This is an optimization exercise on Yosys and OpenROAD, whose aim is small area, a short achievable clock period and few clock cycles, not a production implementation. Function was checked by simulation only, so behaviour that the tests miss may differ from the original.

// minimal_standard_lcg_stream
module minimal_standard_lcg_stream #(
	parameter int unsigned MAX_DIM = mslcg_pkg::MAX_DIM_DEF
) (
	input  logic                              clk,
	input  logic                              arst_n,
	input  logic                              cfg_valid,
	output logic                              cfg_ready,
	input  logic [mslcg_pkg::CFG_IDX_W-1:0]   cfg_index,
	input  logic [mslcg_pkg::CFG_DATA_W-1:0]  cfg_data,
	input  logic                              req_valid,
	output logic                              req_ready,
	input  logic [mslcg_pkg::CMD_W-1:0]       req_cmd,
	input  logic [mslcg_pkg::PATHS_W-1:0]     req_skip_paths,
	output logic                              rsp_valid,
	input  logic                              rsp_ready,
	output logic [mslcg_pkg::STATE_W-1:0]     rsp_sample,
	output logic                              rsp_last
);
Size: roughly 1,700 cells after synthesis, ~150 flip-flops, roughly 97 I/O pins, ~15,000 um2 of cells after synthesis.
Settings: LEC_CHECK=0, CAP_MARGIN=20, CORE_MARGIN=2, CORE_UTILIZATION=55, SETUP_SLACK_MARGIN=3.5, SLEW_MARGIN=20; clock period 8.0 ns.
run.sh (not shown) runs the stock make flow with config.mk's settings and CLKGATE_MAP_FILE= SYNTH_SCRIPT=/design/flow/synth_recipe.tcl, a recipe that flattens the netlist after the stock synthesis.
The first run ran to the end with no violations.
Testbench counts at the start, summed over its fixed seeds: cycles 9,787.
Next try:
==> flow/flow/run.sh (new file) <==
#!/bin/bash
# The standard layout (standard.sh: the standard flow's synthesis and ORFS from floorplan to finish), with
# one change: the port buffers that global placement inserts are buf_1 cells instead of the
# cell buffer_ports picks by itself (clkdlybuf4s50_1, a delay cell of 10 um2).
set -e
export BUFFER_PORTS_ARGS="-buffer_cell sky130_fd_sc_hd__buf_1"
bash standard.sh > standard.log 2>&1
==> flow/standard.sh (new file) <==
#!/bin/bash
# synth_recipe.tcl (not shown) runs the flow's synth.tcl, then flattens the netlist and writes it again
# the make line also repeats each setting of config.mk as NAME=value (left out here)
make -C /OpenROAD-flow-scripts/flow DESIGN_CONFIG=/design/flow/config.mk WORK_HOME=/design/flow/orfs CLKGATE_MAP_FILE= SYNTH_SCRIPT=/design/flow/synth_recipe.tcl "${@:-finish}"
- CORE_UTILIZATION: 55 -> 45
- CTS_BUF_LIST: not set -> sky130_fd_sc_hd__clkbuf_4 sky130_fd_sc_hd__clkbuf_8
- PLACE_DENSITY: not set -> 0.75
- SETUP_SLACK_MARGIN: 3.5 -> 3.0
removed: flow/run.sh
Result:
- worst hold slack is better by 14 ps
- fmax is lower by 5.6%
- count of clock-buffer cells in the layout rises by 3
- global-route usage fell by 7.3 points
- critical path depth grows by 1
- setup slack got worse by 280 ps
- synthesized cell count is unchanged
Next try:
==> flow/run.sh (new file) <==
#!/bin/bash
# synth_recipe.tcl (not shown) runs the flow's synth.tcl, then flattens the netlist and writes it again
# the make line also repeats each setting of config.mk as NAME=value (left out here)
make -C /OpenROAD-flow-scripts/flow DESIGN_CONFIG=/design/flow/config.mk WORK_HOME=/design/flow/orfs CLKGATE_MAP_FILE= SYNTH_SCRIPT=/design/flow/synth_recipe.tcl finish
- CORE_UTILIZATION: 45 -> 55
- CTS_BUF_LIST: sky130_fd_sc_hd__clkbuf_4 sky130_fd_sc_hd__clkbuf_8 -> not set
- PLACE_DENSITY: 0.75 -> not set
removed: flow/flow/run.sh
removed: flow/standard.sh
Effect: Critical path depth is higher by 2; non-clock buffer count shrinks by 2; cell count came out lower by 3.2%; synthesized area is unchanged; clock-buffer cell count came out lower by 3; utilization grows by 13 points.
Next try:
==> flow/flow/run.sh (new file) <==
#!/bin/bash
# The standard layout (standard.sh: the standard flow's synthesis and ORFS from floorplan to finish), with
# one change: the port buffers that global placement inserts are buf_1 cells instead of the
# cell buffer_ports picks by itself (clkdlybuf4s50_1, a delay cell of 10 um2).
set -e
export BUFFER_PORTS_ARGS="-buffer_cell sky130_fd_sc_hd__buf_1"
bash standard.sh > standard.log 2>&1
==> flow/standard.sh (new file) <==
#!/bin/bash
# synth_recipe.tcl (not shown) runs the flow's synth.tcl, then flattens the netlist and writes it again
# the make line also repeats each setting of config.mk as NAME=value (left out here)
make -C /OpenROAD-flow-scripts/flow DESIGN_CONFIG=/design/flow/config.mk WORK_HOME=/design/flow/orfs CLKGATE_MAP_FILE= SYNTH_SCRIPT=/design/flow/synth_recipe.tcl "${@:-finish}"
- CORE_UTILIZATION: 55 -> 45
- CTS_BUF_LIST: not set -> sky130_fd_sc_hd__clkbuf_4 sky130_fd_sc_hd__clkbuf_8
- CTS_CLUSTER_DIAMETER: not set -> 100
- CTS_CLUSTER_SIZE: not set -> 30
removed: flow/run.sh
- final area came out lower by a few percent
- clock-buffer cell count went up by 1
- register-to-register slack is about the same
- hold slack improves by 19 ps
- setup slack improves by 13 ps
- maximum frequency is about the same
- non-clock buffer count went up by 3
Next try:
- CORE_UTILIZATION: 45 -> 55
- CTS_BUF_LIST: sky130_fd_sc_hd__clkbuf_4 sky130_fd_sc_hd__clkbuf_8 -> not set
- CTS_CLUSTER_DIAMETER: 100 -> not set
- CTS_CLUSTER_SIZE: 30 -> not set
- SETUP_SLACK_MARGIN: 3.0 -> 3.25
=> The changed run finished with timing, DRC and antenna clean; global-route usage went up by 5.2 points; clock-buffer cell count does not change; first-iteration DRC count went down by 5.7%; worst hold slack hardly moves; worst setup slack improved by 230 ps; cell count went down by 2.0%; core utilization went up by 16 points; die area went down by 18%.

port drivers added, routing unchanged:
No port has a modelled driver above. Below, the same layouts with a new extraction and two added sets of constraints.
Step 1 sets driving cells, clkbuf_16 on the clock port and buf_2 on the other inputs (assumed; they add their load-dependent delay and slew).
Step 2 moves the port delays by t, midway between the first and last clock arrival at a register: inputs arrive t later, outputs are due t later. That takes back most of the time a late clock gives input paths.
Three values: ideal, step 1, step 2; two values: the first two.
run	t, ns	setup slack, ns	worst setup path at the end	worst slew at a driven data input, ns
the first run	0.472	3.244 / 3.244 / 3.199	input to register	0.04
the second run	0.495	2.964 / 2.964 / 2.790	input to register	0.07
the third run	0.480	2.996 / 2.996 / 2.907	input to register	0.05
the fourth run	0.511	3.009 / 3.009 / 2.825	input to register	0.03
the fifth run	0.473	3.243 / 3.243 / 3.152	input to register	0.05
After both steps setup and hold are still met in every run listed. The setup slack of the fourth run, which loses most, moves by 0.000 ns with the drivers and by -0.184 ns with both steps.
